Context: an optimization exercise on an open-source flow, tuned for small area. The choices shown serve that exercise and are no tape-out recipe. At most, simulation tests tie the RTL to the original design; equivalence was not proved. Only the layout flow was run in runs 1 to 4 and 6 to 8; the RTL was not checked for function there. No activity file was given, so power comes from the tool's default toggle rates.

$ cat flow/constraint.sdc
create_clock -name core_clock -period 10.0 [get_ports {clk}]
set_input_delay 2.0000 -clock core_clock [delete_from_list [all_inputs] [get_ports {clk}]]
set_output_delay 2.0000 -clock core_clock [all_outputs]
set_load 0.01 [all_outputs]
$ cat flow/standard.sh
#!/bin/bash
# synth_recipe.tcl (not shown) runs the flow's synth.tcl, then flattens the netlist and writes it again
# the make line also repeats each setting of config.mk as NAME=value (left out here)
make -C /OpenROAD-flow-scripts/flow DESIGN_CONFIG=/design/flow/config.mk WORK_HOME=/design/flow/orfs CLKGATE_MAP_FILE= SYNTH_SCRIPT=/design/flow/synth_recipe.tcl "${@:-finish}"
$ cat flow/design.v
`timescale 1ns/1ns
`default_nettype none
module eth_video_rx (
	input wire logic clk,
	input wire logic eth_rx_downstream_rst,
	input wire logic rmii_crsdv,
	input wire logic [1:0] rmii_rxd,
	input wire logic rmii_rxerr,
	output logic vram_we,
	output logic [8-1:0] vram_addr,
	output logic [12-1:0] vram_color,
	output logic frame_err
);
	localparam logic [6:0] D_ETYPE_LO = 7'd56;
	localparam logic [6:0] D_TYPE = 7'd60;
	localparam logic [6:0] D_OFS = 7'd68;
	localparam logic [6:0] D_FULL = 7'd116;
	logic in_frame;
	logic err_hold;
	logic pre_seen;
	logic [6:0] dcnt;
	logic [1:0] sel;
	logic [3:0] nib;
	logic [3:0] col_hi [0:7];
	logic [3:0] col_mid [0:7];
	logic [3:0] col_lo [0:7];
	logic [4:0] ofs;
	logic ffcp_en;
	logic msg;
	logic ferr;
	logic [2:0] grp;
	logic [1:0] ph;
	logic shift;
	logic full;
	logic busy;
	logic start;
	logic nib_in;
	logic hi_en;
	logic mid_en;
	logic lo_en;
	assign shift = in_frame && rmii_crsdv && !rmii_rxerr;
	assign full = dcnt == D_FULL;
	assign busy = grp != 3'd4;
	assign start = in_frame && !rmii_crsdv && full && ffcp_en && msg;
	assign nib_in = in_frame && !busy && !dcnt[0] && dcnt != 7'd0 && !full;
	assign hi_en = vram_we || (nib_in && sel == 2'd1);
	assign mid_en = vram_we || (nib_in && sel == 2'd0);
	assign lo_en = vram_we || (nib_in && sel == 2'd2);
	always_ff @(posedge clk) begin
		if (eth_rx_downstream_rst) begin
			in_frame <= 1'b0;
			err_hold <= 1'b0;
			pre_seen <= 1'b0;
		end else if (err_hold) begin
			if (!rmii_crsdv)
				err_hold <= 1'b0;
		end else if (rmii_crsdv && rmii_rxerr) begin
			err_hold <= 1'b1;
			in_frame <= 1'b0;
			pre_seen <= 1'b0;
		end else if (!rmii_crsdv) begin
			in_frame <= 1'b0;
			pre_seen <= 1'b0;
		end else if (in_frame) begin
		end else if (pre_seen && rmii_rxd == 2'b11) begin
			in_frame <= 1'b1;
		end else begin
			pre_seen <= rmii_rxd == 2'b01;
		end
	end
	always_ff @(posedge clk) begin
		if (!in_frame) begin
			dcnt <= '0;
			sel <= 2'd1;
			ffcp_en <= 1'b0;
		end else begin
			if (shift && !full) begin
				dcnt <= dcnt + 7'd1;
				if (dcnt[1:0] == 2'd3)
					sel <= sel == 2'd2 ? 2'd0 : sel + 2'd1;
			end
			if (dcnt == D_ETYPE_LO)
				ffcp_en <= col_hi[7] == 4'h8 && col_lo[6] == 4'h8 &&
					col_lo[7] == 4'h5 && nib == 4'hB;
		end
		if (dcnt == D_TYPE)
			msg <= col_mid[6] == 4'h2 && nib == 4'h0;
		if (dcnt == D_OFS)
			ofs <= {nib[0], col_lo[7]};
		if (shift && !full && !busy)
			nib <= {rmii_rxd, nib[3:2]};
		if (hi_en) begin
			for (int i = 0; i < 7; i++)
				col_hi[i] <= col_hi[i+1];
			col_hi[7] <= nib;
		end
		if (mid_en) begin
			for (int i = 0; i < 6; i++)
				col_mid[i] <= col_mid[i+1];
			col_mid[6] <= nib;
		end
		if (lo_en) begin
			for (int i = 0; i < 7; i++)
				col_lo[i] <= col_lo[i+1];
			col_lo[7] <= nib;
		end
	end
	assign col_mid[7] = nib;
	always_ff @(posedge clk) begin
		if (eth_rx_downstream_rst) begin
			grp <= 3'd4;
			ph <= 2'd0;
			ferr <= 1'b0;
		end else begin
			ferr <= err_hold && ffcp_en;
			if (start) begin
				grp <= 3'd6;
				ph <= 2'd0;
			end else if (busy) begin
				ph <= ph == 2'd2 ? 2'd0 : ph + 2'd1;
				if (ph == 2'd2)
					grp <= grp + 3'd1;
			end
		end
	end
	assign vram_we = !grp[2] && ph != 2'd0;
	assign vram_addr = {ofs, grp[1:0], ph[1]};
	assign vram_color = {col_hi[0], col_mid[0], col_lo[0]};
	assign frame_err = ferr;
endmodule
`default_nettype wire
$ cat flow/config.mk
export PLATFORM = sky130hd
export DESIGN_NAME = eth_video_rx
export DESIGN_NICKNAME = eth_video_rx
export VERILOG_FILES = /design/flow/design.v
export SDC_FILE = /design/flow/constraint.sdc
export NUM_CORES = 4
export LEC_CHECK = 0
export CAP_MARGIN = 0
export CORE_MARGIN = 2
export CORE_UTILIZATION = 75
export SLEW_MARGIN = 0
$ cat flow/flow/run.sh
#!/bin/bash
# The standard layout (the standard.sh, standard synthesis unchanged), with
# two changes: ports are buffered with buf_1 cells, and the clock tree is built
# from clkbuf_4 cells without dummy balancing loads.
set -euo pipefail
export BUFFER_PORTS_ARGS="-buffer_cell sky130_fd_sc_hd__buf_1"
export CTS_ARGS="-sink_clustering_enable -repair_clock_nets -dont_use_dummy_load -buf_list sky130_fd_sc_hd__clkbuf_4"
bash standard.sh > standard.log 2>&1
==> summary.txt, run 1 <==
Synth Area in Adders = 1.20%
Top-count cell post-synth = edfxtp_1
Reg power frac = 71.5%
Drt drc = 0
Lkg Pwr = 1.42 nW
Post-synth top cells = edfxtp_1 (102), dfxtp_1 (19), nand2_1 (14), a21oi_1 (11), inv_1 (11)
H-tree levels = 4
Rows = 27
Cells after Synth = 238
FF-to-FF Start = grp[0]$_SDFFE_PP0P_
Cell taking the most area after synthesis = edfxtp_1
Initial core utilization = 76.6%
Critical Path Fanout Max = 6
Post-CTS setup buffer count = 0
Post-synth EDFFs = 102
Int Power = 618 uW
Slowest cell on the critical path = o21ai_0
Register area = 0.00344 sq mm
Area growth syn-to-layout = 7.87%
Core ar. = 0.00544 sq mm
Pins Over Slew Limit = 0
Synth Area in XOR/XNOR = 0%
CP Data Arrival Time = 1830 ps
Drt first pass iters = 4
Mux cell area share after synthesis = 0.961%
VDD IR max = 0.143 mV
RSZ-0062 raised after global routing = false
ANT cells = 0
Util after Layout = 82.6%
Clock buffer depth = 2
Hold Path Sink = col_hi[1][1]$_DFFE_PP_
Asr flop ratio synth = 0%
Final Cycle Share = 38.3%
DP Area = 0.00437 sq mm
Final Cell Area = 0.00449 sq mm
Max Freq = 0.261 GHz
Largest net degree at the start of global routing = 33
CTS tree = yes
Mapped Nets = 248
Root Driver = clkbuf_4
Worst-path clk slew = 90 ps
Total power = 754 uW
Share of cells above drive strength 1 = 8.96%
Worst Setup Path Type = reg -> out
Post-Synth Simple-Gate Area = 8.53%
Vias = 2137
Ys Warns = 5
Slowest stage delay, CP = 640 ps
Clock latency on the worst-skew pair = 500 ps
R2R depth = 6
Final hold violation count = 0
PwrDens = 168 mW/mm^2
Detail Placement HPWL = 4.42 mm
DR WL/cell = 19.4 um
Hold path startpoint = col_hi[2][1]$_DFFE_PP_
Minimum clock period = 3830 ps
#FFs+latches synth = 121
IO Port Bufs = 27
Routed vias/inst = 6.09
Sw Pwr = 136 uW
Sink Count = 121
Net Sw Frac = 18.1%
DR iter-0 viols = 154
Vias in the first global route = 2182
Pre-CTS setup slack = 6430 ps
Crit start category = flip-flop
Routed Wire Length = 6.80 mm
Tightest Pin Transition = 785 ps
Skew final = 41.4 ps
Post-CTS Hold Fix Bufs = 0
Status = timing/DRC/antenna clean
Die Y-Extent = 78.5 um
Total negative slack = 0 ps
Slew HR = 47.3%
Area share of the largest cell type after synthesis = 73.5%
Global-route wire length before repair = 10.8 mm
Mapped Area = 0.00417 sq mm
Sequential area share after synthesis = 82.7%
Yosys cell types = 38
Compound-Gate Fraction of Synth Area = 4.78%
Setup violators final = 0
Total GRT Usage = 25.3%
Critical Path, Cell by Cell = o21ai_0 -> inv_1 -> buf_1
Die Wd = 78.5 um
Total CTS buffers = 17
Crit. End Element = output port
GR Overflow Total = 0
Internal reg-to-reg setup slack = 7740 ps
Initial antenna violation count = 0
Nets = 291
Post-route setup slack = 6170 ps
Req. time, crit path = 8000 ps
Largest family of logic cells by synthesized area = simple AND/OR/NAND/NOR gates
Ports = 28
Hold/Removal Path Class = reg -> reg
Mean Syn Cell Area = 17.5 sq um
Logic pwr share = 0.6%
CTS resizes = 0
Gp weighted congestion = 0.814
Hold depth = 0
Die ar. = 0.00617 sq mm
Top post-synthesis cells by area = edfxtp_1 (74%), dfxtp_1 (9.1%), a21oi_1 (1.3%)
Fill cell count = 273
Max-cap violations = 0
Synth Flop Type = edfxtp_1
DRT antenna net count = 0
Clk network pwr share = 27.9%
Area taken by multi-input logic gates = 667 sq um
Critical R2R Capture = col_lo[3][1]$_DFFE_PP_
## state kept, by name, summed over array words and instances, names as in the netlist
| signal | flops |
|---|---|
| ffcp_en | 1 |
| msg | 1 |
| pre_seen | 1 |
| ph | 2 |
| sel | 2 |
| grp | 3 |
| nib | 4 |
| col_mid | 28 |
| err_hold | 1 |
| dcnt | 7 |
| ofs | 5 |
| in_frame | 1 |
| col_lo | 32 |
| col_hi | 32 |
| ferr | 1 |
## worst max-delay path by stage
| stage | start | endpoint | slack [ps] | cells after the start |
|---|---|---|---|---|
| after floorplan | grp[0]$_SDFFE_PP0P_ | col_hi[0][0]$_DFFE_PP_ | 5320 | 5 |
| after global placement | rmii_crsdv | nib[0]$_DFFE_PP_ | 6540 | 4 |
| after detailed placement | rmii_crsdv | nib[1]$_DFFE_PP_ | 6430 | 4 |
| after CTS | ph[1]$_SDFFE_PP0P_ | vram_we | 6170 | 3 |
| after global routing | ph[1]$_SDFFE_PP0P_ | vram_we | 6110 | 3 |
| final | ph[1]$_SDFFE_PP0P_ | vram_we | 6170 | 3 |
## area by class of cell
cell class | count | share of cell area, %
clock buffer | 17 | 2.84
inverter | 11 | 0.919
multi-input combinational | 100 | 14.8
sequential | 121 | 76.6
tap | 72 | 2.01
timing repair buffer | 30 | 2.76
## through the flow
| step | hold slack [ps] | cells |
|---|---|---|
| 4_1_cts | 411 | 351 |
| 3_5_place_dp | 405 | 334 |
| 5_1_grt | 423 | 351 |
| 2_1_floorplan | 400 | 238 |
| 3_3_place_gp | 400 | 334 |
| 6_report | 411 | 351 |
## critical path, delay by kind of cell (launching register included)
family                 cells  cell delay (ps)
flip-flops                 1              380
AO/OA/AOI/OAI              1              640
buffers and inverters      2              340
## metal layers
layer	share of wire [%]	global-route usage, %	wire [um]	vias to the layer above
met5	0	0	0	-
met3	7.0	8.97	473	17
met2	52	40.4	3550	109
li1	-	-	-	1000
met4	2.2	13.2	153	0
met1	39	30.6	2620	1011
## cells in the final DEF, fill, tap and decap left out, drive strengths merged, types with 2 or more instances in the layout
master and instances:
nor3 4, nand4b 4, nor4bb 2, nor2b 3, edfxtp 102, or4 2
nand3 7, nand2 14, nand2b 3, o41ai 3, buf 30, nand4 2
o31ai 2, mux2i 4, and2 2, a21oi 11, dfxtp 19, a31oi 2
inv 11, ha 4, nor2 6, clkbuf 17, and4b 3, o21ai 7
or3 4
## power groups by stage
stage / clock network [mW] / logic (mW) / registers [mW]
6_report: 0.210 / 0.00451 / 0.539
5_1_grt: 0.236 / 0.00491 / 0.539
4_1_cts: 0.216 / 0.00452 / 0.539
3_5_place_dp: 0 / 0.00442 / 0.550
3_3_place_gp: 0 / 0.00412 / 0.550
2_1_floorplan: 0 / 0.00238 / 0.550
## cell families after synthesis
group                    count (synthesis)
adder cells (fa/ha/maj)                  4
AND/OR/NAND/NOR                         61
flip-flops                             121
buffers and inverters                   17
multiplexers                             4
AO/OA/AOI/OAI                           31
==> inputs of run 2 (changes only) <==
--- a/flow/design.v
+++ b/flow/design.v
@@ -11,15 +11,12 @@
 	output logic [12-1:0] vram_color,
 	output logic frame_err
 );
-	localparam logic [6:0] D_ETYPE_LO = 7'd56;
-	localparam logic [6:0] D_TYPE = 7'd60;
-	localparam logic [6:0] D_OFS = 7'd68;
-	localparam logic [6:0] D_FULL = 7'd116;
 	logic in_frame;
 	logic err_hold;
 	logic pre_seen;
-	logic [6:0] dcnt;
-	logic [1:0] sel;
+	logic [3:0] pos_g;
+	logic [1:0] pos_b;
+	logic [1:0] pos_d;
 	logic [3:0] nib;
 	logic [3:0] col_hi [0:7];
 	logic [3:0] col_mid [0:7];
@@ -39,13 +36,13 @@
 	logic mid_en;
 	logic lo_en;
 	assign shift = in_frame && rmii_crsdv && !rmii_rxerr;
-	assign full = dcnt == D_FULL;
+	assign full = pos_g[3] && pos_g[2];
 	assign busy = grp != 3'd4;
 	assign start = in_frame && !rmii_crsdv && full && ffcp_en && msg;
-	assign nib_in = in_frame && !busy && !dcnt[0] && dcnt != 7'd0 && !full;
-	assign hi_en = vram_we || (nib_in && sel == 2'd1);
-	assign mid_en = vram_we || (nib_in && sel == 2'd0);
-	assign lo_en = vram_we || (nib_in && sel == 2'd2);
+	assign nib_in = in_frame && !busy && !pos_d[0] && !full;
+	assign hi_en = vram_we || (nib_in && pos_b == 2'd1);
+	assign mid_en = vram_we || (nib_in && pos_b == 2'd0);
+	assign lo_en = vram_we || (nib_in && pos_b == 2'd2);
 	always_ff @(posedge clk) begin
 		if (eth_rx_downstream_rst) begin
 			in_frame <= 1'b0;
@@ -70,22 +67,26 @@
 	end
 	always_ff @(posedge clk) begin
 		if (!in_frame) begin
-			dcnt <= '0;
-			sel <= 2'd1;
+			pos_g <= 4'd2;
+			pos_b <= 2'd1;
+			pos_d <= 2'd0;
 			ffcp_en <= 1'b0;
 		end else begin
 			if (shift && !full) begin
-				dcnt <= dcnt + 7'd1;
-				if (dcnt[1:0] == 2'd3)
-					sel <= sel == 2'd2 ? 2'd0 : sel + 2'd1;
+				pos_d <= pos_d + 2'd1;
+				if (pos_d == 2'd3) begin
+					pos_b <= pos_b == 2'd2 ? 2'd0 : pos_b + 2'd1;
+					if (pos_b == 2'd2)
+						pos_g <= pos_g + 4'd1;
+				end
 			end
-			if (dcnt == D_ETYPE_LO)
+			if (pos_g == 4'd7 && pos_b == 2'd0 && pos_d == 2'd0)
 				ffcp_en <= col_hi[7] == 4'h8 && col_lo[6] == 4'h8 &&
 					col_lo[7] == 4'h5 && nib == 4'hB;
 		end
-		if (dcnt == D_TYPE)
+		if (pos_g == 4'd7 && pos_b == 2'd1 && pos_d == 2'd0)
 			msg <= col_mid[6] == 4'h2 && nib == 4'h0;
-		if (dcnt == D_OFS)
+		if (pos_g == 4'd8 && pos_b == 2'd0 && pos_d == 2'd0)
 			ofs <= {nib[0], col_lo[7]};
 		if (shift && !full && !busy)
 			nib <= {rmii_rxd, nib[3:2]};
==> summary.txt, run 2 <==
Status = timing/DRC/antenna clean
Die Y-Extent = 78.4 um
Largest net degree at the start of global routing = 33
Area share of the largest cell type after synthesis = 73.8%
Clock latency on the worst-skew pair = 500 ps
Yosys cell types = 40
Vias in the first global route = 2060
Max-cap violations = 0
Core ar. = 0.00544 sq mm
DRT antenna net count = 0
Critical Path Fanout Max = 6
#FFs+latches synth = 120
Tightest Pin Transition = 921 ps
Sequential area share after synthesis = 82.5%
IO Port Bufs = 27
Post-route setup slack = 6490 ps
Mean Syn Cell Area = 17.6 sq um
Die Wd = 78.4 um
Post-synth top cells = edfxtp_1 (102), dfxtp_1 (18), inv_1 (11)
Post-Layout Cell Count = 349
Slowest stage delay, CP = 440 ps
Gp weighted congestion = 0.856
Initial core utilization = 76.3%
Register area = 0.00342 sq mm
Ports = 28
Worst Path Buf+Inv = 2
Area taken by multi-input logic gates = 671 sq um
Pre-CTS setup slack = 6730 ps
Skew final = 30.6 ps
CP Data Arrival Time = 1510 ps
Die ar. = 0.00614 sq mm
CTS resizes = 0
Clock buffer depth = 2
Global-route wire length before repair = 10.2 mm
Post-synth EDFFs = 102
Detail Placement HPWL = 4.11 mm
Final hold violation count = 0
DR WL/cell = 17.9 um
Mapped Nets = 248
Drt drc = 0
Asr flop ratio synth = 0%
Drt first pass iters = 5
Sink Count = 120
Top flop regs = col_hi: 32 flops, col_lo: 32 flops, col_mid: 28 flops
Initial antenna violation count = 0
Worst-path clk slew = 90 ps
Fill cell count = 282
Top post-synthesis cells by area = edfxtp_1 (74%), dfxtp_1 (8.7%), ha_1 (1.8%)
Top-count cell post-synth = edfxtp_1
Top Family by Delay on Critical Path = compound AO/OA/AOI/OAI gates
Lkg Pwr = 1.41 nW
Total GRT Usage = 23.6%
Total CTS buffers = 17
Post-CTS setup buffer count = 0
Setup violators final = 0
RSZ-0062 raised after global routing = false
Synth Flop Type = edfxtp_1
VDD IR max = 0.109 mV
PwrDens = 168 mW/mm^2
Total negative slack = 0 ps
Mapped Area = 0.00415 sq mm
DR iter-0 viols = 230
GR Overflow Total = 0
Most common cell after layout, fill and taps aside = edfxtp_1
Routed Wire Length = 6.23 mm
H-tree levels = 4
Slew HR = 38.1%
Pins Over Slew Limit = 0
Ys Warns = 5
Max Freq = 0.285 GHz
Rows = 27
Minimum clock period = 3510 ps
Inst Count DP = 332
Worst Setup Path Type = reg -> out
Area growth syn-to-layout = 7.90%
ANT cells = 0
Share of cells above drive strength 1 = 8.66%
Commonest non-fill, non-tap cells in the layout = edfxtp_1 (102), buf_1 (27), dfxtp_1 (18), clkbuf_4 (17), inv_1 (11)
Slowest cell on the critical path = o21bai_1
Cells after Synth = 236
Root Driver = clkbuf_4
Routed vias/inst = 6.01
Critical Path, Cell by Cell = o21bai_1 -> inv_1 -> buf_1
Crit. End Element = output port
Cell taking the most area after synthesis = edfxtp_1
Hold/Removal Path Class = reg -> reg
Nets = 291
Req. time, crit path = 8000 ps
Post-CTS Hold Fix Bufs = 0
Final Cycle Share = 35.1%
Crit start category = flip-flop
CTS tree = yes
Vias = 2099
## run 2: cell count changes after synthesis, sizes merged, moves of 3 or more
cell / before / now
nand3: 7 / 4
mux2i: 4 / 0
o41ai: 3 / 0
a21oi: 11 / 8
nand2: 14 / 8
nand4b: 4 / 1
## run 2: per-layer routing
| metal | up-vias | GRT usage [%] | wire [um] |
|---|---|---|---|
| met5 | - | 0 | 0 |
| met4 | 0 | 11.6 | 119 |
| met3 | 14 | 9.08 | 426 |
| met2 | 92 | 36.3 | 3140 |
| met1 | 1000 | 30.0 | 2550 |
| li1 | 993 | - | - |
## run 2: area by class of cell
type | instances | share of cell area (%)
sequential | 120 | 76.5
multi-input combinational | 99 | 15.0
inverter | 11 | 0.922
clock buffer | 17 | 2.85
timing repair buffer | 30 | 2.77
tap | 72 | 2.01
## run 2: logic make-up after synthesis
| family | share of synthesized area (%) |
|---|---|
| AO/OA/AOI/OAI | 5.13 |
| adder cells (fa/ha/maj) | 1.81 |
| buffers and inverters | 1.84 |
| flip-flops | 82.5 |
| AND/OR/NAND/NOR | 8.72 |
## run 2: per-stage QoR
step | area, sq um | power [mW] | hold slack (ps) | utilization [%]
after floorplan | 4150 | 0.548 | 400 | -
after global placement | 4350 | 0.550 | 400 | 80.0
after detailed placement | 4350 | 0.551 | 405 | 80.0
after CTS | 4480 | 0.757 | 406 | 82.3
after global routing | 4480 | 0.775 | 411 | 82.3
final | 4480 | 0.750 | 406 | 82.3
## run 2: worst paths after layout
kind	start	end	slack, ps	depth (start not counted)
hold / removal	col_mid[2][3]$_DFFE_PP_	col_mid[1][3]$_DFFE_PP_	410	0
hold reg to reg	col_mid[2][3]$_DFFE_PP_	col_mid[1][3]$_DFFE_PP_	410	0
setup reg to reg	grp[0]$_SDFFE_PP0P_	col_mid[2][3]$_DFFE_PP_	7710	6
setup / recovery	ph[0]$_SDFFE_PP0P_	vram_we	6490	3
## run 2: worst register-to-register path: stages, from the launching register on
cell and delay (ps):
dfxtp_1 350, inv_1 110, ha_1 240, nand2_1 180, or3_1 450, o31ai_4 240
buf_4 370
## run 2: report_power, final
part	switching, mW	internal, mW
clock network	0.134	0.0776
logic	0.00249	0.00161
registers	0.000499	0.535
total	0.137	0.614
==> inputs of run 3 (changes only) <==
--- a/flow/config.mk
+++ b/flow/config.mk
@@ -5,6 +5,7 @@
 export SDC_FILE = /design/flow/constraint.sdc
 export NUM_CORES = 4
 export LEC_CHECK = 0
+export ABC_AREA = 1
 export CAP_MARGIN = 0
 export CORE_MARGIN = 2
 export CORE_UTILIZATION = 75
==> summary.txt, run 3 <==
Global-route wire length before repair = 11.0 mm
Most common cell after layout, fill and taps aside = edfxtp_1
Initial core utilization = 76.5%
PwrDens = 168 mW/mm^2
Sequential area share after synthesis = 82.3%
Synth Area in Adders = 1.80%
Post-route setup slack = 6730 ps
Asr flop ratio synth = 0%
Crit. End Element = output port
ANT cells = 0
Hold depth = 0
Post-synth top cells = edfxtp_1 (102), nand2_1 (31), inv_1 (27), dfxtp_1 (18), nor2_1 (17)
Minimum clock period = 3270 ps
Setup violators final = 0
Die Wd = 78.5 um
Critical R2R Capture = col_lo[3][2]$_DFFE_PP_
Post-CTS Hold Fix Bufs = 0
CP Data Arrival Time = 1270 ps
H-tree levels = 4
Post-Synth Simple-Gate Area = 9.98%
Hold path startpoint = col_hi[4][0]$_DFFE_PP_
Pins Over Slew Limit = 0
Mux cell area share after synthesis = 0%
Total CTS buffers = 17
Final hold violation count = 0
Internal reg-to-reg setup slack = 7940 ps
Cell taking the most area after synthesis = edfxtp_1
Area share of the largest cell type after synthesis = 73.6%
Rows = 27
Synth Flop Type = edfxtp_1
Routed Wire Length = 7.01 mm
Clock buffer depth = 2
CTS tree = yes
Largest family of logic cells by synthesized area = simple AND/OR/NAND/NOR gates
Lkg Pwr = 1.55 nW
Nets = 319
RSZ-0062 raised after global routing = false
Total power = 751 uW
Share of cells above drive strength 1 = 11.8%
Area growth syn-to-layout = 7.76%
Ys Warns = 5
Post-CTS setup buffer count = 0
Post-synth EDFFs = 102
Clock latency on the worst-skew pair = 480 ps
Hold Path Sink = col_hi[3][0]$_DFFE_PP_
Top-count cell post-synth = edfxtp_1
Max Freq = 0.305 GHz
Slowest stage delay, CP = 420 ps
Vias = 2200
DRT antenna net count = 0
Top flop regs = col_hi: 32 flops, col_lo: 32 flops, col_mid: 28 flops
Req. time, crit path = 8000 ps
#FFs+latches synth = 120
Crit path top cell by count = nor2_1
DR iter-0 viols = 161
Detail Placement HPWL = 4.11 mm
Vias in the first global route = 2132
Hold/Removal Path Class = reg -> reg
Worst Setup Path Type = reg -> out
Critical Path Fanout Max = 5
Cells after Synth = 262
Crit start category = flip-flop
Mapped Area = 0.00416 sq mm
Max-cap violations = 0
Commonest non-fill, non-tap cells in the layout = edfxtp_1 (102), nand2_1 (31), inv_1 (27), buf_1 (27), dfxtp_1 (18)
Fill cell count = 260
Pre-CTS setup slack = 7050 ps
Mapped Nets = 274
Die ar. = 0.00616 sq mm
Largest net degree at the start of global routing = 33
Ports = 28
Status = timing/DRC/antenna clean
FF-to-FF Start = grp[0]$_SDFFE_PP0P_
Routed vias/inst = 5.84
Final Cycle Share = 32.7%
Synth Area in XOR/XNOR = 0%
GR Overflow Total = 0
Sink Count = 120
Worst-path clk slew = 110 ps
Top post-synthesis cells by area = edfxtp_1 (74%), dfxtp_1 (8.7%), nand2_1 (2.8%)
Tightest Pin Transition = 495 ps
Die Y-Extent = 78.5 um
Slew HR = 66.9%
Slowest cell on the critical path = dfxtp_1
Initial antenna violation count = 0
VDD IR max = 0.0924 mV
Gp weighted congestion = 0.766
CTS resizes = 0
Total negative slack = 0 ps
Yosys cell types = 25
Total GRT Usage = 25.6%
Root Driver = clkbuf_4
Drt first pass iters = 5
IO Port Bufs = 27
Critical Path, Cell by Cell = nor2_1 -> nor2_1 -> buf_1
Mean Syn Cell Area = 15.9 sq um
Skew final = 39.8 ps
DR WL/cell = 18.6 um
Compound-Gate Fraction of Synth Area = 2.50%
R2R depth = 7
Drt drc = 0
Core ar. = 0.00544 sq mm
run 3: cell types whose count changed after synthesis, moves of 4 or more:
cell,before,now
a31oi_1,4,0
inv_1,11,27
nand2_1,8,31
nand2b_1,5,0
nand3_1,4,8
nand4_1,4,10
nor2_1,7,17
nor2b_1,5,0
o31ai_1,4,0
or3_1,6,0
run 3: worst max-delay path: cells and delay by family, from the launching register on:
family        cells  cell delay (ps)
buf+inv           1              180
flops             1              420
simple gates      2              200
run 3: stage by stage:
stage | instance area, sq um | hold WS [ps] | cells | util (%)
2_1_floorplan | 4160 | 400 | 262 | -
3_3_place_gp | 4360 | 402 | 360 | 80.1
3_5_place_dp | 4360 | 405 | 360 | 80.1
4_1_cts | 4480 | 397 | 377 | 82.4
5_1_grt | 4480 | 402 | 377 | 82.4
6_report | 4480 | 395 | 377 | 82.4
run 3: final cells by class:
class | instances | area, sq um | share of cell area (%)
Clock buffer | 17 | 128 | 2.85
Inverter | 30 | 114 | 2.54
Multi-Input combinational cell | 108 | 606 | 13.5
Sequential cell | 120 | 3420 | 76.3
Tap cell | 72 | 90.1 | 2.01
Timing Repair Buffer | 30 | 124 | 2.76
run 3: kinds of logic after synthesis:
logic type	after synthesis
adders and majority gates	6
AOI/OAI and AO/OA	19
and+or+nand+nor	83
buffers and inverters	34
DFF	120
run 3: report_power, final:
| part | total (mW) | switching, mW | internal, mW |
|---|---|---|---|
| Clock | 0.212 | 0.134 | 0.0777 |
| Sequential | 0.535 | 0.000288 | 0.535 |
| Combinational | 0.00432 | 0.00307 | 0.00125 |
| Total | 0.751 | 0.138 | 0.614 |
run 3: how the worst max path moves through the flow:
stage	endpoint	slack [ps]	cells after the start	start
global placement	nib[0]$_DFFE_PP_	7100	3	rmii_crsdv
finish	vram_we	6730	3	ph[1]$_SDFFE_PP0P_
detailed placement	nib[2]$_DFFE_PP_	7050	3	rmii_crsdv
floorplan	col_lo[0][0]$_DFFE_PP_	6420	6	grp[0]$_SDFFE_PP0P_
CTS	vram_we	6710	3	ph[1]$_SDFFE_PP0P_
global route	vram_we	6630	3	ph[1]$_SDFFE_PP0P_
run 3: layer usage:
metal	vias up	share of wire [%]	global-route usage (%)
li1	1011	-	-
met3	21	5.1	5.29
met4	0	2.7	13.2
met1	1062	38	30.0
met5	-	0	0
met2	106	54	44.8
==> inputs of run 4 (changes only) <==
--- a/flow/config.mk
+++ b/flow/config.mk
@@ -5,8 +5,7 @@
 export SDC_FILE = /design/flow/constraint.sdc
 export NUM_CORES = 4
 export LEC_CHECK = 0
-export ABC_AREA = 1
 export CAP_MARGIN = 0
 export CORE_MARGIN = 2
-export CORE_UTILIZATION = 75
+export CORE_UTILIZATION = 60
 export SLEW_MARGIN = 0
==> summary.txt, run 4 <==
Total CTS buffers = 17
Area share of the largest cell type after synthesis = 73.8%
Reg power frac = 71.4%
#FFs+latches synth = 120
Minimum clock period = 3490 ps
Sw Pwr = 135 uW
Worst-path clk slew = 90 ps
Total GRT Usage = 16.9%
Core ar. = 0.00676 sq mm
IO Port Bufs = 27
Clock latency on the worst-skew pair = 470 ps
Slowest cell on the critical path = o21bai_1
Cells after Synth = 236
Critical path origin = ph[0]$_SDFFE_PP0P_
PwrDens = 167 mW/mm^2
DP Area = 0.00436 sq mm
Final Cycle Share = 34.9%
RSZ-0062 raised after global routing = false
Post-route setup slack = 6510 ps
Post-Layout Cell Count = 357
Worst Path Buf+Inv = 2
Area growth syn-to-layout = 8.14%
Nets = 291
Top Family by Delay on Critical Path = compound AO/OA/AOI/OAI gates
Inst Count DP = 340
Synth Flop Type = edfxtp_1
Drt first pass iters = 4
Initial antenna violation count = 0
Root Driver = clkbuf_4
Asr flop ratio synth = 0%
Status = timing/DRC/antenna clean
Pre-CTS setup slack = 6750 ps
Commonest non-fill, non-tap cells in the layout = edfxtp_1 (102), buf_1 (27), dfxtp_1 (18), clkbuf_4 (17), inv_1 (11)
CTS resizes = 0
Max-cap violations = 0
Lkg Pwr = 1.41 nW
Total negative slack = 0 ps
GR Overflow Total = 0
Largest net degree at the start of global routing = 33
Post-CTS setup buffer count = 0
Clk network pwr share = 28.0%
Mapped Area = 0.00415 sq mm
Sink Count = 120
Tightest Pin Transition = 751 ps
Vias in the first global route = 1878
Req. time, crit path = 8000 ps
Global-route wire length before repair = 9.15 mm
Critical Path Fanout Max = 6
Routed Wire Length = 5.68 mm
Post-CTS Hold Fix Bufs = 0
ANT cells = 0
DRT antenna net count = 0
Sequential area share after synthesis = 82.5%
Net Sw Frac = 18.0%
Top post-synthesis cells by area = edfxtp_1 (74%), dfxtp_1 (8.7%), ha_1 (1.8%)
Clock buffer depth = 2
Crit start category = flip-flop
Cell taking the most area after synthesis = edfxtp_1
CP Data Arrival Time = 1490 ps
Gp weighted congestion = 0.767
Vias = 2017
Die ar. = 0.00760 sq mm
H-tree levels = 4
Ports = 28
Post-synth EDFFs = 102
Ys Warns = 5
M1 wire length = 2.57 mm
Pins Over Slew Limit = 0
Post-synth top cells = edfxtp_1 (102), dfxtp_1 (18), inv_1 (11)
Rows = 30
Most common cell after layout, fill and taps aside = edfxtp_1
Skew final = 34.0 ps
Logic pwr share = 0.5%
Final Cell Area = 0.00449 sq mm
Slowest stage delay, CP = 440 ps
Final hold violation count = 0
Die Y-Extent = 87.2 um
Hold/Removal Path Class = reg -> reg
FF-to-FF Start = in_frame$_SDFFE_PP0N_
Mean Syn Cell Area = 17.6 sq um
Crit. End Element = output port
DR iter-0 viols = 140
Top flop regs = col_hi: 32 flops, col_lo: 32 flops, col_mid: 28 flops
CTS tree = yes
DR WL/cell = 15.9 um
Yosys cell types = 40
Int Power = 614 uW
Routed length on met2 = 2.83 mm
Mapped Nets = 248
Share of cells above drive strength 1 = 8.66%
Die Wd = 87.2 um
Critical Path, Cell by Cell = o21bai_1 -> inv_1 -> buf_1
DR top layer = met4
Detail Placement HPWL = 3.68 mm
Slew HR = 49.6%
Fin Hold WS = 406 ps
Worst Setup Path Type = reg -> out
Max Freq = 0.287 GHz
Top-count cell post-synth = edfxtp_1
Setup violators final = 0
Drt drc = 0
Met3 routed wirelength = 220 um
VDD IR max = 0.0932 mV
Hold path startpoint = col_mid[5][0]$_DFFE_PP_
Initial core utilization = 61.4%
Routed vias/inst = 5.65
run 4: cell count changes after synthesis, sizes merged, moves of 4 or more:
cell / before / now
nand2: 36 / 8
o31ai: 0 / 4
a31oi: 0 / 4
nand4: 10 / 4
or3: 0 / 6
inv: 29 / 11
nand3: 9 / 4
nand2b: 0 / 5
nor2b: 0 / 5
nor2: 20 / 7
run 4: logic make-up after synthesis:
| logic type | count (synthesis) | share of synthesized area (%) |
|---|---|---|
| DFF | 120 | 82.5 |
| AOI/OAI and AO/OA | 33 | 5.13 |
| and+or+nand+nor | 60 | 8.72 |
| adders and majority gates | 6 | 1.81 |
| buffers and inverters | 17 | 1.84 |
run 4: final timing paths:
kind         cells after the start  slack (ps)                       to
max                              3        6510                  vram_we
min                              0         410  col_mid[4][0]$_DFFE_PP_
max reg2reg                      4        7780   col_hi[5][0]$_DFFE_PP_
min reg2reg                      0         410  col_mid[4][0]$_DFFE_PP_
run 4: power by group through the flow:
| stage | registers, mW | logic (mW) | clock network [mW] |
|---|---|---|---|
| 2_1_floorplan | 0.546 | 0.00195 | 0 |
| 3_3_place_gp | 0.546 | 0.00397 | 0 |
| 3_5_place_dp | 0.546 | 0.00404 | 0 |
| 4_1_cts | 0.535 | 0.00405 | 0.219 |
| 5_1_grt | 0.535 | 0.00459 | 0.238 |
| 6_report | 0.535 | 0.00408 | 0.210 |
run 4: worst reg2reg max path: cells and delay by family, from the launching register on:
family | cells | cell delay (ps)
buffers and inverters | 1 | 380
DFF | 1 | 570
AOI/OAI and AO/OA | 2 | 450
and+or+nand+nor | 1 | 440
run 4: area by class of cell:
cell class	instances	area (sq um)
Timing Repair Buffer	30	124
Fill cell	478	2270
Sequential cell	120	3420
Tap cell	80	100
Inverter	11	41.3
Clock buffer	17	128
Multi-Input combinational cell	99	671
run 4: metal layers:
layer,track usage [%],vias up
met5,0,-
met4,6.29,0
met3,7.39,8
met2,26.4,46
met1,21.0,975
li1,-,988
run 4: metrics by stage:
stage          power, mW  util (%)
3_3_place_gp       0.550      64.5
3_5_place_dp       0.550      64.5
6_report           0.749      66.4
2_1_floorplan      0.548         -
5_1_grt            0.778      66.4
4_1_cts            0.758      66.4
==> inputs of run 5 (changes only) <==
--- a/flow/design.v
+++ b/flow/design.v
@@ -29,6 +29,8 @@
 	logic [1:0] ph;
 	logic shift;
 	logic full;
+	logic g7;
+	logic g8;
 	logic busy;
 	logic start;
 	logic nib_in;
@@ -36,7 +38,9 @@
 	logic mid_en;
 	logic lo_en;
 	assign shift = in_frame && rmii_crsdv && !rmii_rxerr;
-	assign full = pos_g[3] && pos_g[2];
+	assign full = !pos_g[2] && !pos_g[1];
+	assign g7 = !pos_g[2] && !pos_g[0];
+	assign g8 = !pos_g[3] && !pos_g[1];
 	assign busy = grp != 3'd4;
 	assign start = in_frame && !rmii_crsdv && full && ffcp_en && msg;
 	assign nib_in = in_frame && !busy && !pos_d[0] && !full;
@@ -67,7 +71,7 @@
 	end
 	always_ff @(posedge clk) begin
 		if (!in_frame) begin
-			pos_g <= 4'd2;
+			pos_g <= 4'b0011;
 			pos_b <= 2'd1;
 			pos_d <= 2'd0;
 			ffcp_en <= 1'b0;
@@ -77,16 +81,16 @@
 				if (pos_d == 2'd3) begin
 					pos_b <= pos_b == 2'd2 ? 2'd0 : pos_b + 2'd1;
 					if (pos_b == 2'd2)
-						pos_g <= pos_g + 4'd1;
+						pos_g <= {pos_g[2:0], pos_g[3] ^ pos_g[0]};
 				end
 			end
-			if (pos_g == 4'd7 && pos_b == 2'd0 && pos_d == 2'd0)
+			if (g7 && pos_b == 2'd0 && pos_d == 2'd0)
 				ffcp_en <= col_hi[7] == 4'h8 && col_lo[6] == 4'h8 &&
 					col_lo[7] == 4'h5 && nib == 4'hB;
 		end
-		if (pos_g == 4'd7 && pos_b == 2'd1 && pos_d == 2'd0)
+		if (g7 && pos_b == 2'd1 && pos_d == 2'd0)
 			msg <= col_mid[6] == 4'h2 && nib == 4'h0;
-		if (pos_g == 4'd8 && pos_b == 2'd0 && pos_d == 2'd0)
+		if (g8 && pos_b == 2'd0 && pos_d == 2'd0)
 			ofs <= {nib[0], col_lo[7]};
 		if (shift && !full && !busy)
 			nib <= {rmii_rxd, nib[3:2]};
--- a/flow/config.mk
+++ b/flow/config.mk
@@ -7,5 +7,5 @@
 export LEC_CHECK = 0
 export CAP_MARGIN = 0
 export CORE_MARGIN = 2
-export CORE_UTILIZATION = 60
+export CORE_UTILIZATION = 75
 export SLEW_MARGIN = 0
==> summary.txt, run 5 <==
Detail Placement HPWL = 4.26 mm
Gp weighted congestion = 0.864
Largest net degree at the start of global routing = 33
Worst Setup Path Type = reg -> out
Clk network pwr share = 27.8%
Mapped Nets = 235
GR Overflow Total = 0
Ys Warns = 5
Critical Path, Cell by Cell = o21ai_0 -> inv_1 -> buf_1
Util after Layout = 85.3%
Logic pwr share = 0.6%
Sw Pwr = 134 uW
Most common cell after layout, fill and taps aside = edfxtp_1
DR iter-0 viols = 145
Total negative slack = 0 ps
Fin Hold WS = 402 ps
Net Sw Frac = 17.9%
IO Port Bufs = 27
Crit start category = flip-flop
Top flop regs = col_hi: 32 flops, col_lo: 32 flops, col_mid: 28 flops
Sequential area share after synthesis = 83.1%
Final Cycle Share = 36.4%
Drt first pass iters = 5
Vias = 2092
Top post-synthesis cells by area = edfxtp_1 (74%), dfxtp_1 (8.7%), ha_1 (1.2%)
Core ar. = 0.00520 sq mm
Root Driver = clkbuf_4
Die Wd = 78.1 um
Reg power frac = 71.5%
R2R depth = 4
Area share of the largest cell type after synthesis = 74.4%
Status = timing/DRC/antenna clean
Slowest cell on the critical path = o21ai_0
ANT cells = 0
Crit. End Element = output port
CTS tree = yes
PwrDens = 168 mW/mm^2
Nets = 280
RSZ-0062 raised after global routing = false
Total CTS buffers = 17
Routed Wire Length = 6.30 mm
VDD IR max = 0.135 mV
Max Freq = 0.275 GHz
Int Power = 614 uW
Yosys cell types = 42
#FFs+latches synth = 120
Internal reg-to-reg setup slack = 7740 ps
CP Data Arrival Time = 1640 ps
Asr flop ratio synth = 0%
Setup violators final = 0
Post-Layout Cell Count = 338
Initial core utilization = 79.1%
Worst Path Buf+Inv = 2
Total power = 748 uW
Post-synth EDFFs = 102
Global-route wire length before repair = 10.2 mm
Vias in the first global route = 2023
Drt drc = 0
Slew HR = 34.7%
Routed vias/inst = 6.19
Share of cells above drive strength 1 = 11.2%
Ports = 28
Top-count cell post-synth = edfxtp_1
Post-CTS setup buffer count = 0
Mapped Area = 0.00412 sq mm
Post-synth top cells = edfxtp_1 (102), dfxtp_1 (18), inv_1 (11), a21oi_1 (9), nand2_1 (9)
Sink Count = 120
Top Family by Delay on Critical Path = compound AO/OA/AOI/OAI gates
Post-CTS Hold Fix Bufs = 0
Critical R2R Capture = col_hi[3][0]$_DFFE_PP_
Slowest stage delay, CP = 560 ps
Critical path origin = ph[1]$_SDFFE_PP0P_
Final hold violation count = 0
Die Y-Extent = 78.1 um
Inst Count DP = 321
Commonest non-fill, non-tap cells in the layout = edfxtp_1 (102), buf_1 (27), dfxtp_1 (18), clkbuf_4 (17), inv_1 (11)
Req. time, crit path = 8000 ps
Total GRT Usage = 23.3%
Area growth syn-to-layout = 7.84%
Clock latency on the worst-skew pair = 460 ps
Critical Path Fanout Max = 6
Die ar. = 0.00610 sq mm
Mean Syn Cell Area = 18.3 sq um
Synth Flop Type = edfxtp_1
Pins Over Slew Limit = 0
DR WL/cell = 18.6 um
WP depth = 3
Max-cap violations = 0
CTS resizes = 0
DRT antenna net count = 0
Tightest Pin Transition = 965 ps
FF-to-FF Start = in_frame$_SDFFE_PP0N_
Initial antenna violation count = 0
Crit path to = vram_we
Cell taking the most area after synthesis = edfxtp_1
Rows = 26
Worst-path clk slew = 100 ps
H-tree levels = 4
Hold/Removal Path Class = reg -> reg
Lkg Pwr = 1.43 nW
Cells after Synth = 225
Clock buffer depth = 2
Minimum clock period = 3640 ps
Skew final = 36.6 ps
[run 5: final cells by class]
| class | count | area, sq um |
|---|---|---|
| flip-flops and latches | 120 | 3420 |
| fillers | 224 | 763 |
| repair buffers | 30 | 124 |
| well taps | 70 | 87.6 |
| clock buffers | 17 | 128 |
| inverters | 11 | 41.3 |
| multi-input cells | 90 | 638 |
[run 5: metrics by stage]
stage	instance area [sq um]	worst slack, ps
floorplan	4120	7090
global placement	4310	6850
detailed placement	4310	6750
CTS	4440	6340
global route	4440	6260
finish	4440	6360
[run 5: per-layer routing]
layer	wire (um)	GRT usage (%)	vias to the layer above
met5	0	0	-
met4	121	9.47	0
met3	401	6.90	11
met2	3210	37.3	95
met1	2570	30.6	1038
li1	-	-	948
[run 5: worst min path at each step]
stage / start / endpoint / slack (ps) / cells past startpoint
final: col_lo[3][3]$_DFFE_PP_ / col_lo[2][3]$_DFFE_PP_ / 400 / 0
after global routing: col_lo[3][3]$_DFFE_PP_ / col_lo[2][3]$_DFFE_PP_ / 390 / 0
after detailed placement: col_mid[4][1]$_DFFE_PP_ / col_mid[3][1]$_DFFE_PP_ / 400 / 0
after CTS: col_lo[3][3]$_DFFE_PP_ / col_lo[2][3]$_DFFE_PP_ / 390 / 0
after global placement: col_mid[5][0]$_DFFE_PP_ / col_mid[4][0]$_DFFE_PP_ / 400 / 0
after floorplan: col_hi[1][0]$_DFFE_PP_ / col_hi[0][0]$_DFFE_PP_ / 400 / 0
[run 5: cell families (layout without fill, tap and decap cells)]
| family | count (synthesis) | count (layout) | share of synthesized area [%] |
|---|---|---|---|
| compound gates | 33 | 33 | 5.13 |
| flops | 120 | 120 | 83.1 |
| mux | 1 | 1 | 0.273 |
| fa+ha+maj | 4 | 4 | 1.22 |
| simple gates | 52 | 52 | 8.60 |
| buf+inv | 15 | 58 | 1.67 |
[run 5: power by group through the flow]
stage | clock (mW) | sequential [mW] | combinational (mW)
after floorplan | 0 | 0.546 | 0.00211
after global routing | 0.235 | 0.535 | 0.00484
final | 0.208 | 0.535 | 0.00450
after CTS | 0.212 | 0.535 | 0.00441
after detailed placement | 0 | 0.546 | 0.00440
after global placement | 0 | 0.546 | 0.00387
==> inputs of run 6 (changes only) <==
--- a/flow/design.v
+++ b/flow/design.v
@@ -37,6 +37,9 @@
 	logic hi_en;
 	logic mid_en;
 	logic lo_en;
+	logic hi_hold;
+	logic mid_hold;
+	logic lo_hold;
 	assign shift = in_frame && rmii_crsdv && !rmii_rxerr;
 	assign full = !pos_g[2] && !pos_g[1];
 	assign g7 = !pos_g[2] && !pos_g[0];
@@ -47,6 +50,10 @@
 	assign hi_en = vram_we || (nib_in && pos_b == 2'd1);
 	assign mid_en = vram_we || (nib_in && pos_b == 2'd0);
 	assign lo_en = vram_we || (nib_in && pos_b == 2'd2);
+	assign hi_hold = !vram_we && !(nib_in && pos_b[0]);
+	assign mid_hold = !vram_we && !(in_frame && grp[2] && !grp[1] && !pos_d[0] && !full &&
+		pos_b == 2'd0);
+	assign lo_hold = !vram_we && !(nib_in && pos_b[1]);
 	always_ff @(posedge clk) begin
 		if (eth_rx_downstream_rst) begin
 			in_frame <= 1'b0;
@@ -94,21 +101,13 @@
 			ofs <= {nib[0], col_lo[7]};
 		if (shift && !full && !busy)
 			nib <= {rmii_rxd, nib[3:2]};
-		if (hi_en) begin
-			for (int i = 0; i < 7; i++)
-				col_hi[i] <= col_hi[i+1];
-			col_hi[7] <= nib;
+		for (int i = 0; i < 7; i++) begin
+			col_hi[i] <= ({4{hi_en}} & col_hi[i+1]) | ({4{hi_hold}} & col_hi[i]);
+			col_mid[i] <= ({4{mid_en}} & col_mid[i+1]) | ({4{mid_hold}} & col_mid[i]);
+			col_lo[i] <= ({4{lo_en}} & col_lo[i+1]) | ({4{lo_hold}} & col_lo[i]);
 		end
-		if (mid_en) begin
-			for (int i = 0; i < 6; i++)
-				col_mid[i] <= col_mid[i+1];
-			col_mid[6] <= nib;
-		end
-		if (lo_en) begin
-			for (int i = 0; i < 7; i++)
-				col_lo[i] <= col_lo[i+1];
-			col_lo[7] <= nib;
-		end
+		col_hi[7] <= ({4{hi_en}} & nib) | ({4{hi_hold}} & col_hi[7]);
+		col_lo[7] <= ({4{lo_en}} & nib) | ({4{lo_hold}} & col_lo[7]);
 	end
 	assign col_mid[7] = nib;
 	always_ff @(posedge clk) begin
==> summary.txt, run 6 <==
Status = timing/DRC/antenna clean
Clock buffer depth = 2
VDD IR max = 0.113 mV
Die ar. = 0.00620 sq mm
Fin Hold WS = 431 ps
Minimum clock period = 3440 ps
Ports = 28
Mapped Area = 0.00419 sq mm
Critical Path Fanout Max = 7
Sink Count = 120
Fill cell count = 322
Setup violators final = 0
Post-CTS setup buffer count = 0
Hold/Removal Path Class = reg -> reg
Largest net degree at the start of global routing = 33
Util after Layout = 81.1%
Post-route setup slack = 6560 ps
DRT antenna net count = 0
Post-synth top cells = dfxtp_1 (110), a22o_1 (92), buf_2 (12), edfxtp_1 (10)
GR Overflow Total = 0
DR iter-0 viols = 182
Ys Warns = 5
Nets = 373
Worst-path clk slew = 100 ps
Die Wd = 78.7 um
Max Freq = 0.291 GHz
Root Driver = clkbuf_4
Pre-CTS setup slack = 6850 ps
Total negative slack = 0 ps
Yosys cell types = 50
Internal reg-to-reg setup slack = 7680 ps
Crit start category = flip-flop
Most common cell after layout, fill and taps aside = dfxtp_1
Mean Syn Cell Area = 12.5 sq um
Slew HR = 22.8%
IO Port Bufs = 27
Req. time, crit path = 8000 ps
Area growth syn-to-layout = 5.26%
Area share of the largest cell type after synthesis = 52.6%
Global-route wire length before repair = 12.1 mm
Routed Wire Length = 7.07 mm
Commonest non-fill, non-tap cells in the layout = dfxtp_1 (110), a22o_1 (92), buf_1 (27), clkbuf_4 (17), edfxtp_1 (10)
Top post-synthesis cells by area = dfxtp_1 (53%), a22o_1 (19%), edfxtp_1 (7.2%)
Post-synth EDFFs = 10
Drt drc = 0
H-tree levels = 4
CTS tree = yes
Initial core utilization = 77.0%
Skew final = 33.6 ps
Pins Over Slew Limit = 0
ANT cells = 0
Clock latency on the worst-skew pair = 480 ps
Area taken by multi-input logic gates = 0.00153 sq mm
Asr flop ratio synth = 0%
Post-Layout Cell Count = 433
Cells after Synth = 336
Vias in the first global route = 2646
Top-count cell post-synth = dfxtp_1
Sequential area share after synthesis = 59.7%
Synth Flop Type = dfxtp_1
Crit. End Element = output port
PwrDens = 165 mW/mm^2
Drt first pass iters = 5
CTS resizes = 0
Total CTS buffers = 17
Gp weighted congestion = 0.849
Rows = 27
Register area = 0.00250 sq mm
Routed vias/inst = 6.35
Die Y-Extent = 78.7 um
Inst Count DP = 416
Initial antenna violation count = 0
Tightest Pin Transition = 1160 ps
Top flop regs = col_hi: 32 flops, col_lo: 32 flops, col_mid: 28 flops
Cell taking the most area after synthesis = dfxtp_1
Mapped Nets = 346
Total GRT Usage = 25.4%
Final Cycle Share = 34.4%
Max-cap violations = 0
RSZ-0062 raised after global routing = false
CP Data Arrival Time = 1440 ps
Vias = 2750
Worst Setup Path Type = reg -> out
Detail Placement HPWL = 4.58 mm
Post-CTS Hold Fix Bufs = 0
Core ar. = 0.00544 sq mm
DR WL/cell = 16.3 um
Lkg Pwr = 1.61 nW
Share of cells above drive strength 1 = 8.86%
Final hold violation count = 0
#FFs+latches synth = 120
## run 6: cells by family after synthesis
logic type / after synthesis / synth area share [%]
flip-flops: 120 / 59.7
buffers and inverters: 30 / 4.09
AND/OR/NAND/NOR: 51 / 7.70
adder cells (fa/ha/maj): 4 / 1.19
multiplexers: 1 / 0.269
AO/OA/AOI/OAI: 130 / 27.0
## run 6: final timing paths
path / from / endpoint / depth (start not counted)
max reg2reg: in_frame$_SDFFE_PP0N_ / col_hi[0][0]$_DFF_P_ / 3
max: grp[2]$_SDFFE_PP1P_ / vram_we / 3
min: col_hi[4][0]$_DFF_P_ / col_hi[3][0]$_DFF_P_ / 1
min reg2reg: col_hi[4][0]$_DFF_P_ / col_hi[3][0]$_DFF_P_ / 1
## run 6: metrics by stage
step | area (sq um) | power (mW)
after floorplan | 4190 | 0.520
after global placement | 4280 | 0.525
after detailed placement | 4280 | 0.526
after CTS | 4410 | 0.734
after global routing | 4410 | 0.757
final | 4410 | 0.727
## run 6: cell type report
type / instances / area share (%)
clock buffers: 17 / 2.89
inverters: 8 / 0.738
multi-input cells: 186 / 34.8
flip-flops and latches: 120 / 56.7
well taps: 72 / 2.04
repair buffers: 30 / 2.81
## run 6: metal layers
metal / track usage, % / vias up / share of wire (%)
li1: - / 1351 / -
met1: 33.1 / 1332 / 48
met2: 38.8 / 58 / 47
met3: 7.84 / 9 / 4.3
met4: 12.1 / 0 / 1.1
met5: 0 / - / 0
## run 6: critical path, stage by stage (launching register included)
cell	delay, ps
dfxtp_1	500
o21bai_4	260
inv_4	90
buf_1	140
## run 6: power breakdown
group          internal (mW)  switching (mW)
logic                0.00917         0.00494
clock network         0.0777           0.135
registers              0.493         0.00747
==> inputs of run 7 (changes only) <==
--- a/flow/config.mk
+++ b/flow/config.mk
@@ -7,5 +7,5 @@
 export LEC_CHECK = 0
 export CAP_MARGIN = 0
 export CORE_MARGIN = 2
-export CORE_UTILIZATION = 75
+export CORE_UTILIZATION = 50
 export SLEW_MARGIN = 0
==> summary.txt, run 7 <==
Ports = 28
Pre-CTS setup slack = 6890 ps
Post-synth EDFFs = 10
Vias = 2693
Internal reg-to-reg setup slack = 7730 ps
Skew final = 31.1 ps
RSZ-0062 raised after global routing = false
Req. time, crit path = 8000 ps
Post-CTS Hold Fix Bufs = 0
Cells after Synth = 336
Top post-synthesis cells by area = dfxtp_1 (53%), a22o_1 (19%), edfxtp_1 (7.2%)
Ys Warns = 5
Register area = 0.00250 sq mm
Area growth syn-to-layout = 6.60%
Setup violators final = 0
Hold path startpoint = col_hi[4][1]$_DFF_P_
Routed Wire Length = 7.14 mm
Minimum clock period = 3480 ps
Cell taking the most area after synthesis = dfxtp_1
Post-Layout Cell Count = 468
CTS resizes = 0
Drt drc = 0
Mapped Area = 0.00419 sq mm
Worst Setup Path Type = reg -> out
Lkg Pwr = 1.62 nW
Worst-path clk slew = 100 ps
Mapped Nets = 346
Slowest cell on the critical path = dfxtp_1
Gp weighted congestion = 0.851
Mean Syn Cell Area = 12.5 sq um
Synth Flop Type = dfxtp_1
Top flop regs = col_hi: 32 flops, col_lo: 32 flops, col_mid: 28 flops
Critical Path, Cell by Cell = o21bai_4 -> inv_4 -> buf_1
Total GRT Usage = 16.9%
Fin Hold WS = 442 ps
Root Driver = clkbuf_4
Final hold violation count = 0
Die ar. = 0.00913 sq mm
Pins Over Slew Limit = 0
Area taken by multi-input logic gates = 0.00153 sq mm
Tightest Pin Transition = 1100 ps
Commonest non-fill, non-tap cells in the layout = dfxtp_1 (110), a22o_1 (92), buf_1 (27), clkbuf_4 (17), edfxtp_1 (10)
Post-route setup slack = 6520 ps
Yosys cell types = 50
Hold/Removal Path Class = reg -> reg
Status = timing/DRC/antenna clean
DR iter-0 viols = 114
Sink Count = 120
ANT cells = 0
Die Y-Extent = 95.5 um
IO Port Bufs = 27
H-tree levels = 4
Hold depth = 1
#FFs+latches synth = 120
Total CTS buffers = 17
Clock buffer depth = 2
CTS tree = yes
Rows = 33
Most common cell after layout, fill and taps aside = dfxtp_1
DRT antenna net count = 0
Nets = 375
GR Overflow Total = 0
Slowest stage delay, CP = 520 ps
Critical R2R Capture = col_mid[0][3]$_DFF_P_
Die Wd = 95.5 um
Detail Placement HPWL = 4.56 mm
Max Freq = 0.288 GHz
Core ar. = 0.00818 sq mm
Total negative slack = 0 ps
Routed vias/inst = 5.75
Crit. End Element = output port
Clock latency on the worst-skew pair = 480 ps
Sequential area share after synthesis = 59.7%
FF-to-FF Start = in_frame$_SDFFE_PP0N_
Largest net degree at the start of global routing = 33
VDD IR max = 0.0881 mV
Critical path origin = grp[2]$_SDFFE_PP1P_
DP Area = 0.00434 sq mm
Area share of the largest cell type after synthesis = 52.6%
DR WL/cell = 15.3 um
Critical Path Fanout Max = 7
Max-cap violations = 0
Inst Count DP = 451
PwrDens = 164 mW/mm^2
Slew HR = 26.9%
Vias in the first global route = 2341
Initial antenna violation count = 0
Global-route wire length before repair = 11.7 mm
Final Cell Area = 0.00447 sq mm
Post-synth top cells = dfxtp_1 (110), a22o_1 (92), buf_2 (12), edfxtp_1 (10)
CP Data Arrival Time = 1480 ps
R2R depth = 3
Final Cycle Share = 34.8%
Top-count cell post-synth = dfxtp_1
Hold Path Sink = col_hi[3][1]$_DFF_P_
Fill cell count = 759
Initial core utilization = 51.3%
Drt first pass iters = 4
Asr flop ratio synth = 0%
Crit start category = flip-flop
Post-CTS setup buffer count = 0
Share of cells above drive strength 1 = 9.37%
run 7: logic make-up after synthesis:
kind of cell	Yosys count	share of synthesized area [%]
AO/OA/AOI/OAI	130	27.0
flip-flops	120	59.7
AND/OR/NAND/NOR	51	7.70
buffers and inverters	30	4.09
adder cells (fa/ha/maj)	4	1.19
multiplexers	1	0.269
run 7: final cells by class:
| class | instances | share of cell area, % |
|---|---|---|
| flip-flops and latches | 120 | 56.0 |
| multi-input cells | 186 | 34.3 |
| inverters | 8 | 0.728 |
| repair buffers | 32 | 3.11 |
| well taps | 105 | 2.94 |
| clock buffers | 17 | 2.86 |
run 7: where the power goes:
group	internal (mW)	switching [mW]
sequential	0.493	0.00708
combinational	0.00918	0.00475
clock	0.0778	0.139
run 7: metal layers:
metal / part of all wire (%) / GRT usage, %
met1: 52 / 23.9
met2: 42 / 23.4
met3: 4.2 / 6.17
met4: 1.2 / 6.67
met5: 0 / 0
run 7: how the worst max path moves through the flow:
stage,to
after floorplan,nib[0]$_DFFE_PP_
after global placement,nib[0]$_DFFE_PP_
after detailed placement,nib[1]$_DFFE_PP_
after CTS,vram_we
after global routing,vram_we
final,vram_we
run 7: per-stage QoR:
stage / power [mW] / utilization (%)
detailed placement: 0.526 / 53.1
CTS: 0.740 / 54.6
floorplan: 0.520 / -
finish: 0.731 / 54.6
global route: 0.766 / 54.6
global placement: 0.525 / 53.1
run 7: critical path: cells and delay by family, from the launching register on:
kind | cells | cell delay [ps]
AOI/OAI and AO/OA | 1 | 260
buffers and inverters | 2 | 230
DFF | 1 | 520
==> inputs of run 8 (changes only) <==
--- a/flow/config.mk
+++ b/flow/config.mk
@@ -7,5 +7,6 @@
 export LEC_CHECK = 0
 export CAP_MARGIN = 0
 export CORE_MARGIN = 2
-export CORE_UTILIZATION = 50
+export CORE_UTILIZATION = 75
+export PLACE_DENSITY = 0.85
 export SLEW_MARGIN = 0
==> summary.txt, run 8 <==
Reg power frac = 68.7%
Minimum clock period = 3450 ps
Req. time, crit path = 8000 ps
DRT antenna net count = 0
Critical R2R Capture = col_hi[6][3]$_DFF_P_
ANT cells = 0
Synth Area in XOR/XNOR = 0%
Core ar. = 0.00544 sq mm
Cell taking the most area after synthesis = dfxtp_1
Post-synth EDFFs = 10
Post-route setup slack = 6550 ps
Global-route wire length before repair = 12.0 mm
Max-cap violations = 0
Pre-CTS setup slack = 6830 ps
Routed vias/inst = 6.38
H-tree levels = 4
Share of cells above drive strength 1 = 8.86%
Worst Setup Path Type = reg -> out
CP Data Arrival Time = 1450 ps
Hold depth = 1
Detail Placement HPWL = 4.72 mm
Skew final = 32.1 ps
Area share of the largest cell type after synthesis = 52.6%
Gp weighted congestion = 0.856
Most common cell after layout, fill and taps aside = dfxtp_1
Die Y-Extent = 78.7 um
Post-Synth Simple-Gate Area = 7.70%
GR Overflow Total = 0
Vias = 2764
Crit start category = flip-flop
Drt first pass iters = 6
Mapped Area = 0.00419 sq mm
Clock buffer depth = 2
Top post-synthesis cells by area = dfxtp_1 (53%), a22o_1 (19%), edfxtp_1 (7.2%)
Mean Syn Cell Area = 12.5 sq um
#FFs+latches synth = 120
Synth Area in Adders = 1.19%
Rows = 27
FF-to-FF Start = in_frame$_SDFFE_PP0N_
Total GRT Usage = 25.3%
Post-synth top cells = dfxtp_1 (110), a22o_1 (92), buf_2 (12), edfxtp_1 (10)
Root Driver = clkbuf_4
DR WL/cell = 16.6 um
R2R depth = 3
Lkg Pwr = 1.61 nW
Mapped Nets = 346
Ports = 28
Die ar. = 0.00620 sq mm
Initial core utilization = 77.0%
Drt drc = 0
DR iter-0 viols = 200
Top flop regs = col_hi: 32 flops, col_lo: 32 flops, col_mid: 28 flops
Tightest Pin Transition = 1190 ps
CTS resizes = 0
Sw Pwr = 149 uW
VDD IR max = 0.142 mV
Int Power = 580 uW
Slew HR = 20.8%
Total power = 729 uW
Largest net degree at the start of global routing = 33
Sequential area share after synthesis = 59.7%
Net Sw Frac = 20.4%
Crit. End Element = output port
Top-count cell post-synth = dfxtp_1
Ys Warns = 5
Total CTS buffers = 17
Mux cell area share after synthesis = 0.269%
Internal reg-to-reg setup slack = 7670 ps
Setup violators final = 0
Pins Over Slew Limit = 0
Asr flop ratio synth = 0%
Hold Path Sink = col_hi[3][0]$_DFF_P_
RSZ-0062 raised after global routing = false
Final Cycle Share = 34.5%
Worst-path clk slew = 100 ps
Largest family of logic cells by synthesized area = compound AO/OA/AOI/OAI gates
Logic pwr share = 2.0%
Cells after Synth = 336
Hold path startpoint = col_hi[4][0]$_DFF_P_
Routed Wire Length = 7.19 mm
Compound-Gate Fraction of Synth Area = 27.0%
GR Util met2 = 38.8%
Commonest non-fill, non-tap cells in the layout = dfxtp_1 (110), a22o_1 (92), buf_1 (27), clkbuf_4 (17), edfxtp_1 (10)
Initial antenna violation count = 0
Status = timing/DRC/antenna clean
PwrDens = 165 mW/mm^2
Max Freq = 0.290 GHz
Clock latency on the worst-skew pair = 500 ps
CTS tree = yes
Final hold violation count = 0
Met1 Resource Use GR = 32.5%
Die Wd = 78.7 um
Met3 Track Usage GR = 9.20%
Nets = 373
Util after Layout = 81.1%
Critical Path Fanout Max = 7
Sink Count = 120
Area growth syn-to-layout = 5.26%
Grt peak-use layer = met2
Post-CTS setup buffer count = 0
Synth Flop Type = dfxtp_1
Hold/Removal Path Class = reg -> reg
Yosys cell types = 50
Clk network pwr share = 29.3%
IO Port Bufs = 27
Vias in the first global route = 2597
Post-CTS Hold Fix Bufs = 0
Total negative slack = 0 ps
[run 8: routing by layer]
layer / part of all wire, % / vias up
li1: - / 1354
met1: 47 / 1314
met2: 47 / 80
met3: 4.3 / 16
met4: 1.5 / 0
met5: 0 / -
[run 8: area by class of cell]
| class | count | area, sq um |
|---|---|---|
| sequential | 120 | 2500 |
| multi-input combinational | 186 | 1530 |
| fill | 339 | 1030 |
| clock buffer | 17 | 128 |
| timing repair buffer | 30 | 124 |
| tap | 72 | 90.1 |
| inverter | 8 | 32.5 |
[run 8: how the worst max path moves through the flow]
stage / slack [ps] / cells past startpoint / start / to
final: 6550 / 3 / grp[2]$_SDFFE_PP1P_ / vram_we
after global routing: 6460 / 3 / grp[2]$_SDFFE_PP1P_ / vram_we
after CTS: 6520 / 3 / grp[2]$_SDFFE_PP1P_ / vram_we
after detailed placement: 6830 / 3 / rmii_crsdv / nib[3]$_DFFE_PP_
after global placement: 6940 / 3 / rmii_rxerr / nib[0]$_DFFE_PP_
after floorplan: 7130 / 2 / rmii_rxerr / nib[0]$_DFFE_PP_
[run 8: critical path, cell delays in order (launching register included)]
cell and delay, ps:
dfxtp_1 500, o21bai_4 260, inv_4 90, buf_1 140
[run 8: power by group through the flow]
stage | sequential (mW) | combinational (mW) | clock, mW
global route | 0.502 | 0.0160 | 0.239
global placement | 0.511 | 0.0136 | 0
finish | 0.501 | 0.0143 | 0.214
detailed placement | 0.512 | 0.0142 | 0
floorplan | 0.509 | 0.0113 | 0
CTS | 0.501 | 0.0144 | 0.217
[run 8: logic make-up (layout without fill, tap and decap cells)]
family | after synthesis | in the layout
flip-flops | 120 | 120
AND/OR/NAND/NOR | 51 | 51
AO/OA/AOI/OAI | 130 | 130
adder cells (fa/ha/maj) | 4 | 4
multiplexers | 1 | 1
buffers and inverters | 30 | 55
[run 8: through the flow]
| stage | hold slack (ps) | instances | area (sq um) |
|---|---|---|---|
| global placement | 452 | 416 | 4280 |
| detailed placement | 455 | 416 | 4280 |
| floorplan | 436 | 336 | 4190 |
| CTS | 451 | 433 | 4410 |
| global route | 451 | 433 | 4410 |
| finish | 449 | 433 | 4410 |

[static timing again, ports no longer ideal]
In the flow no input, the clock included, has a driving cell. The finished layouts below were timed again as built, in two steps.
Step 1 sets driving cells, clkbuf_16 on the clock port and buf_2 on the other inputs (assumed; they add their load-dependent delay and slew).
Step 2 times the ports against the registers' clock, not the clock port: input delays grow and output delays shrink by t, the midpoint of the rising clock arrivals with the driver on.
Three values: ideal, step 1, step 2; two values: the first two.
run | t, ns | slack for setup (ns) | worst setup path at the end | latest minus earliest clock arrival (ns) | pins driven straight from the clock port
run 1 | 0.512 | 6.168 / 6.140 / 6.421 | input to register | 0.042 / 0.042 | 1
run 2 | 0.508 | 6.492 / 6.463 / 6.722 | input to register | 0.037 / 0.037 | 1
run 3 | 0.492 | 6.725 / 6.697 / 7.012 | input to register | 0.039 / 0.040 | 1
run 4 | 0.483 | 6.515 / 6.486 / 6.733 | input to register | 0.034 / 0.034 | 1
run 5 | 0.470 | 6.363 / 6.338 / 6.726 | input to register | 0.036 / 0.037 | 1
run 6 | 0.497 | 6.561 / 6.531 / 6.843 | input to register | 0.033 / 0.033 | 1
run 7 | 0.492 | 6.524 / 6.494 / 6.887 | input to register | 0.032 / 0.032 | 1
run 8 | 0.510 | 6.548 / 6.518 / 6.806 | input to register | 0.033 / 0.033 | 1
After both steps every run listed still meets setup and hold.
